This design comes from an exercise in tuning for small area and a short achievable clock period on the open sky130 flow, not from production work. The RTL was checked by simulation tests, not by an equivalence proof against the original design. Power and IR drop assume default switching activity.

==> design/flow/design.v <==
package jtcop_pkg;
  localparam int OBJBUF_AW = 8;
  localparam int OBJ_PW    = 8;
  function automatic logic obj_transparent(input logic [OBJ_PW-1:0] pxl);
    obj_transparent = ~(|pxl[3:0]);
  endfunction
endpackage
module jtframe_dual_ram #(
  parameter int aw = 8,
  parameter int dw = 8
) (
  input  logic          clk,
  input  logic          we_i,
  input  logic [aw-1:0] wr_addr_i,
  input  logic [dw-1:0] data_i,
  input  logic [aw-1:0] rd_addr_i,
  output logic [dw-1:0] q_o
);
  logic [dw-1:0] mem [2**aw];
  always_ff @(posedge clk) begin
    if (we_i) mem[wr_addr_i] <= data_i;
    q_o <= mem[rd_addr_i];
  end
endmodule
module jtcop_objbuf_wr
#(
  parameter int AW = jtcop_pkg::OBJBUF_AW,
  parameter int PW = jtcop_pkg::OBJ_PW
) (
  input  logic          clk,
  input  logic          rst_n,
  input  logic          buf_we_i,
  input  logic [AW:0]   buf_addr_i,
  input  logic [PW-1:0] buf_din_i,
  input  logic          draw_bank_i,
  input  logic [PW-1:0] rd_data_i,
  output logic [AW-1:0] rd_addr_o,
  output logic          rd_bank_o,
  output logic          wr_en_o,
  output logic [AW-1:0] wr_addr_o,
  output logic          wr_bank_o,
  output logic [PW-1:0] wr_data_o
);
  logic accept;
  assign accept = buf_we_i & ~buf_addr_i[AW] & ~jtcop_pkg::obj_transparent(buf_din_i);
  logic          s1_valid_q, s2_valid_q;
  logic [AW-1:0] s1_addr_q, s2_addr_q;
  logic          s1_bank_q, s2_bank_q;
  logic [PW-1:0] s1_data_q, s2_data_q;
  logic          fwd_hit;
  logic [PW-1:0] stored;
  assign fwd_hit   = s2_valid_q && (s2_addr_q == s1_addr_q) && (s2_bank_q == s1_bank_q);
  assign stored    = fwd_hit ? s2_data_q : rd_data_i;
  assign rd_addr_o = buf_addr_i[AW-1:0];
  assign rd_bank_o = s1_bank_q;
  assign wr_en_o   = s1_valid_q & jtcop_pkg::obj_transparent(stored);
  assign wr_addr_o = s1_addr_q;
  assign wr_bank_o = s1_bank_q;
  assign wr_data_o = s1_data_q;
  always_ff @(posedge clk or negedge rst_n) begin
    if (!rst_n) begin
      s1_valid_q <= 1'b0;
      s1_addr_q  <= '0;
      s1_bank_q  <= 1'b0;
      s1_data_q  <= '0;
      s2_valid_q <= 1'b0;
      s2_addr_q  <= '0;
      s2_bank_q  <= 1'b0;
      s2_data_q  <= '0;
    end else begin
      s1_valid_q <= accept;
      s1_addr_q  <= buf_addr_i[AW-1:0];
      s1_bank_q  <= draw_bank_i;
      s1_data_q  <= buf_din_i;
      s2_valid_q <= wr_en_o;
      s2_addr_q  <= s1_addr_q;
      s2_bank_q  <= s1_bank_q;
      s2_data_q  <= s1_data_q;
    end
  end
endmodule
module jtcop_obj_buffer
#(
  parameter int AW = jtcop_pkg::OBJBUF_AW,
  parameter int PW = jtcop_pkg::OBJ_PW
) (
  input  logic          clk,
  input  logic          rst_n,
  input  logic          pxl_cen,
  input  logic          LHBL,
  input  logic [AW-1:0] hdump,
  input  logic          flip,
  output logic          line_start,
  output logic          draw_bank,
  input  logic          buf_we,
  input  logic [AW:0]   buf_addr,
  input  logic [PW-1:0] buf_din,
  output logic [PW-1:0] obj_pxl
);
  logic          lhbl_q, lhbl_fall;
  logic          draw_bank_q, draw_bank_d;
  logic          line_start_q;
  logic          rd_valid_q, rd_bank_q;
  logic [AW-1:0] rd_addr_q, scan_addr;
  logic [PW-1:0] obj_pxl_q, obj_pxl_d;
  logic [AW-1:0] dr_rd_addr, dr_wr_addr;
  logic          dr_rd_bank, dr_we, dr_wr_bank;
  logic [PW-1:0] dr_wr_data, dr_rd_data;
  logic          ram_we      [2];
  logic [AW-1:0] ram_wr_addr [2];
  logic [AW-1:0] ram_rd_addr [2];
  logic [PW-1:0] ram_din     [2];
  logic [PW-1:0] ram_q       [2];
  assign scan_addr   = flip ? ~hdump : hdump;
  assign lhbl_fall   = lhbl_q & ~LHBL;
  assign draw_bank_d = draw_bank_q ^ lhbl_fall;
  assign dr_rd_data  = ram_q[dr_rd_bank];
  jtcop_objbuf_wr #(.AW(AW), .PW(PW)) u_wr (
    .clk         (clk),
    .rst_n       (rst_n),
    .buf_we_i    (buf_we),
    .buf_addr_i  (buf_addr),
    .buf_din_i   (buf_din),
    .draw_bank_i (draw_bank_q),
    .rd_data_i   (dr_rd_data),
    .rd_addr_o   (dr_rd_addr),
    .rd_bank_o   (dr_rd_bank),
    .wr_en_o     (dr_we),
    .wr_addr_o   (dr_wr_addr),
    .wr_bank_o   (dr_wr_bank),
    .wr_data_o   (dr_wr_data)
  );
  always_comb begin
    for (int b = 0; b < 2; b++) begin
      ram_rd_addr[b] = (draw_bank_q != 1'(b)) ? scan_addr : dr_rd_addr;
      if (rd_valid_q && rd_bank_q == 1'(b)) begin
        ram_we[b]      = 1'b1;
        ram_wr_addr[b] = rd_addr_q;
        ram_din[b]     = '0;
      end else begin
        ram_we[b]      = dr_we && (dr_wr_bank == 1'(b));
        ram_wr_addr[b] = dr_wr_addr;
        ram_din[b]     = dr_wr_data;
      end
    end
  end
  for (genvar g = 0; g < 2; g++) begin : g_bank
    jtframe_dual_ram #(.aw(AW), .dw(PW)) u_ram (
      .clk       (clk),
      .we_i      (ram_we[g]),
      .wr_addr_i (ram_wr_addr[g]),
      .data_i    (ram_din[g]),
      .rd_addr_i (ram_rd_addr[g]),
      .q_o       (ram_q[g])
    );
  end
  always_comb begin
    obj_pxl_d = obj_pxl_q;
    if (rd_valid_q)             obj_pxl_d = ram_q[rd_bank_q];
    else if (pxl_cen && !LHBL)  obj_pxl_d = '0;
  end
  always_ff @(posedge clk or negedge rst_n) begin
    if (!rst_n) begin
      lhbl_q       <= 1'b0;
      draw_bank_q  <= 1'b0;
      line_start_q <= 1'b0;
      rd_valid_q   <= 1'b0;
      rd_bank_q    <= 1'b0;
      rd_addr_q    <= '0;
      obj_pxl_q    <= '0;
    end else begin
      lhbl_q       <= LHBL;
      draw_bank_q  <= draw_bank_d;
      line_start_q <= lhbl_fall;
      rd_valid_q   <= pxl_cen & LHBL;
      if (pxl_cen) begin
        rd_addr_q <= scan_addr;
        rd_bank_q <= ~draw_bank_q;
      end
      obj_pxl_q    <= obj_pxl_d;
    end
  end
  assign obj_pxl    = obj_pxl_q;
  assign draw_bank  = draw_bank_q;
  assign line_start = line_start_q;
endmodule
==> design/flow/run.sh <==
#!/bin/bash
# synth_recipe.tcl (not shown) runs the flow's synth.tcl, then flattens the netlist and writes it again
# the make line also repeats each setting of config.mk as NAME=value (left out here)
make -C /OpenROAD-flow-scripts/flow DESIGN_CONFIG=/design/flow/config.mk WORK_HOME=/design/flow/orfs CLKGATE_MAP_FILE= SYNTH_SCRIPT=/design/flow/synth_recipe.tcl finish
==> design/flow/config.mk <==
export PLATFORM = sky130hd
export DESIGN_NAME = jtcop_obj_buffer
export DESIGN_NICKNAME = jtcop_obj_buffer
export VERILOG_FILES = /design/flow/design.v
export SDC_FILE = /design/flow/constraint.sdc
export NUM_CORES = 4
export LEC_CHECK = 0
export CAP_MARGIN = 20
export CORE_MARGIN = 2
export CORE_UTILIZATION = 30
export PLACE_DENSITY = 0.5
export SLEW_MARGIN = 20
==> design/flow/constraint.sdc <==
create_clock -name core_clock -period 6.5 [get_ports {clk}]
set_input_delay 1.3000 -clock core_clock [delete_from_list [all_inputs] [get_ports {clk}]]
set_output_delay 1.3000 -clock core_clock [all_outputs]
set_load 0.01 [all_outputs]
==> metrics.csv <==
metric,value,unit
synth_edf_count,4096,
path_common_cell,buf_4,
grt_pass1_wl,763,mm
cellLeakagePower,61.3,nW
seq_area,125000,sq um
skew,59.5,ps
synthTopCellsByArea,"edfxtp_1 76%, nand2_1 4.5%, mux2i_1 4.3%",
cp-end-kind,register,
dr.pass1.iters,8,
post_cts_resized,0,
yosys_warnings,12,
die_area,548000,sq um
globalplace.congestion,0.863,
critPathMaxFanout,48,
area_growth_syn_to_layout,15.7,%
root_buffer,clkbuf_16,
core_area,540000,sq um
cts.sinks,4165,
layout-drive-gt1-share,12.5,%
finalSetupTns,0,ps
die_h,740,um
crit_family,simple AND/OR/NAND/NOR gates,
critical_path.cell_chain,"buf_4, and2b_1, a222oi_1, buf_12, nand2_2, buf_4, a21oi_1, or4_1, nor4_1, o2111ai_1, o22ai_1, a211oi_1",
slew_headroom,15.9,%
placedCellCount,17816,
postCtsSetupRepairBufs,0,
final_max_slew_viol_count,0,
first_iter_violations,11940,
slowest_stage,dfrtp_4,
period_needed,5450,ps
cts_tree,built,
critPathKind,reg2reg,
tightest_slew,1260,ps
synthArstFlopShare,1.27,%
ys_seq_area_share,76.7,%
max-vdd-ir-drop,0.264,mV
placed_area,175000,sq um
die_w,740,um
n_fill_cell,51841,
viasPerCell,5.27,
crit_buf_inv,3,
io_pins,41,
timing.hold.ws,411,ps
synth_cell_types,88,
postSynthAreaPerCell,15.3,sq um
track_usage,19.4,%
hold_viol,0,
port_buffers,40,
rows,270,
synth_area_leader_cell,edfxtp_1,
synth_top_area_share,75.7,%
fin_crit_sh,83.8,%
syn-num-nets,10681,
layout.nets,11062,
design_area,188000,sq um
hp-class,in2async,
syn_area,162000,sq um
fin_util,34.8,%
setup_ws,1050,ps
yosysMostFrequentCell,edfxtp_1,
wirelength,551,mm
vias,98126,
clockBufferDepth,4,
h-tree-depth,5,
cts_hold_buf,0,
fmax,184,MHz
drc_errors,0,
rsz0062_at_grt,false,
clkTransAtPathRegs,70,ps
status,"complete, no violations",
powerDensity,402,nW/um^2
initial_core_util,30.1,%
totalPowerFinal,75.6,mW
grt_max_degree,175,
cts_buffers,421,
cpPeakStageDelay,850,ps
multiInputGateArea,35200,sq um
synthFlopType,edfxtp_1,
ys_ff_latch,4165,
cp.required,7400,ps
synth_commonest_cells,"4,096 x edfxtp_1, 1,943 x nand2_1, 877 x a21oi_1, 693 x mux2i_1, 580 x nor2_1",
drv_cap,0,
pre_cts_ws,241,ps
worst_skew_pair.late_latency,1040,ps
startpoint_type,register,
grt_pass1_vias,93410,
postRouteAntennaNets,0,
syn_inst,10650,
instances_no_fill,18613,
dp_hpwl,344,mm
gr-total-overflow,0,
antenna_found_initial,46,
arrival,6350,ps
setup_violations,0,
post_drt_wl_per_cell,29.6,um
-- worst register-to-register path, stage by stage (launching register included) --
cell and delay [ps]:
dfrtp_4 850, buf_4 540, and2b_1 400, a222oi_1 190, buf_12 260, nand2_2 480
buf_4 370, a21oi_1 80, or4_1 480, nor4_1 720, o2111ai_1 530, o22ai_1 380
a211oi_1 70
-- final timing paths --
check                                            endpoint                startpoint  cells after the start  slack, ps
max                        g_bank[0].u_ram.q_o[6]$_DFF_P_     draw_bank_q$_DFF_PN0_                     12       1050
min                           u_wr.s1_data_q[2]$_DFF_PN0_                     rst_n                      2        410
max reg2reg                g_bank[0].u_ram.q_o[6]$_DFF_P_     draw_bank_q$_DFF_PN0_                     12       1050
min reg2reg                      u_wr.s2_bank_q$_DFF_PN0_  u_wr.s1_bank_q$_DFF_PN0_                      0        490
max in group asynchronous           draw_bank_q$_DFF_PN0_                     rst_n                      2       5440
min in group core_clock          u_wr.s2_bank_q$_DFF_PN0_  u_wr.s1_bank_q$_DFF_PN0_                      0        490
-- placed cells by master (no fill, tap or decap), types with 27 or more instances in the layout --
cell type and n:
o22ai_1 284, a221oi_1 67, clkbuf_1 110, mux4_2 135, o21ai_0 132, clkdlybuf4s50_1 38
diode_2 27, clkinv_2 66, o221ai_1 44, nor2_1 566, clkbuf_16 428, bufinv_16 32
or4_1 31, nand3_1 260, clkinv_1 91, a21oi_1 872, nor4_1 144, mux2i_1 692
buf_12 83, a2111oi_0 42, dfrtp_1 52, nand2_1 1904, buf_4 474, nor3_1 28
a211oi_1 40, a31oi_1 62, edfxtp_1 4096, nand2_2 33, a22oi_1 57
-- registers in the layout, indices dropped and copies added (netlist names) --
name / count
rd_bank_q: 1
line_start_q: 1
draw_bank_q: 1
rd_valid_q: 1
u_wr.s1_valid_q: 1
u_wr.s2_bank_q: 1
rd_addr_q: 8
u_wr.s1_addr_q: 8
u_wr.s2_data_q: 4
u_wr.s1_bank_q: 1
u_wr.s2_addr_q: 8
obj_pxl_q: 8
u_wr.s2_valid_q: 1
g_bank.u_ram.mem: 4096
lhbl_q: 1
u_wr.s1_data_q: 8
g_bank.u_ram.q_o: 16
-- where the power goes --
part / total, mW / switching [mW] / internal (mW)
Sequential: 30.6 / 0.388 / 30.3
Clock: 24.1 / 10.6 / 13.5
Combinational: 20.8 / 14.6 / 6.24
-- kinds of logic (layout without fill, tap and decap cells) --
logic type	count (synthesis)	count (layout)	synth area share [%]
flops	4165	4165	76.7
other cells	0	27	0
buf+inv	654	1382	2.02
simple gates	3149	3149	8.07
compound gates	1818	1818	6.84
xor+xnor	19	19	0.112
mux	845	845	6.26
-- metal layers --
metal / share of wire [%] / track usage [%]
met5: 0.010 / 0
met4: 3.8 / 6.65
met3: 8.1 / 3.60
met2: 45 / 30.1
met1: 43 / 27.3
-- area by class of cell --
class | instances | area share [%]
Sequential cell | 4165 | 66.3
Inverter | 13 | 0.0260
Clock inverter | 220 | 1.12
Antenna cell | 27 | 0.0359
Tap cell | 7208 | 4.80
Timing Repair Buffer | 599 | 3.01
Clock buffer | 550 | 6.00
Multi-Input combinational cell | 5831 | 18.7

==> port drivers added, routing unchanged <==
The flow's constraints put no driver on any port. The routed layout listed below was extracted and timed again, unchanged, in two steps.
Step 1 assumes that a clkbuf_16 drives the clock port and a buf_2 every other input.
Step 2 moves the port delays by t, midway between the first and last clock arrival at a register: inputs arrive t later, outputs are due t later. That takes back most of the time a late clock gives input paths.
Slacks: no drivers / after step 1 / after step 2; pairs: no drivers / after step 1.
shift t [ns]: 1.117
setup WS [ns]: 1.055 / 1.055 / 0.009
worst slew at a driven data input, ns: 0.27
pins driven straight from the clock port: 1
After both steps this run still meets setup and hold. For this run, drivers alone change the setup slack by 0.000 ns; drivers and shift together by -1.046 ns.
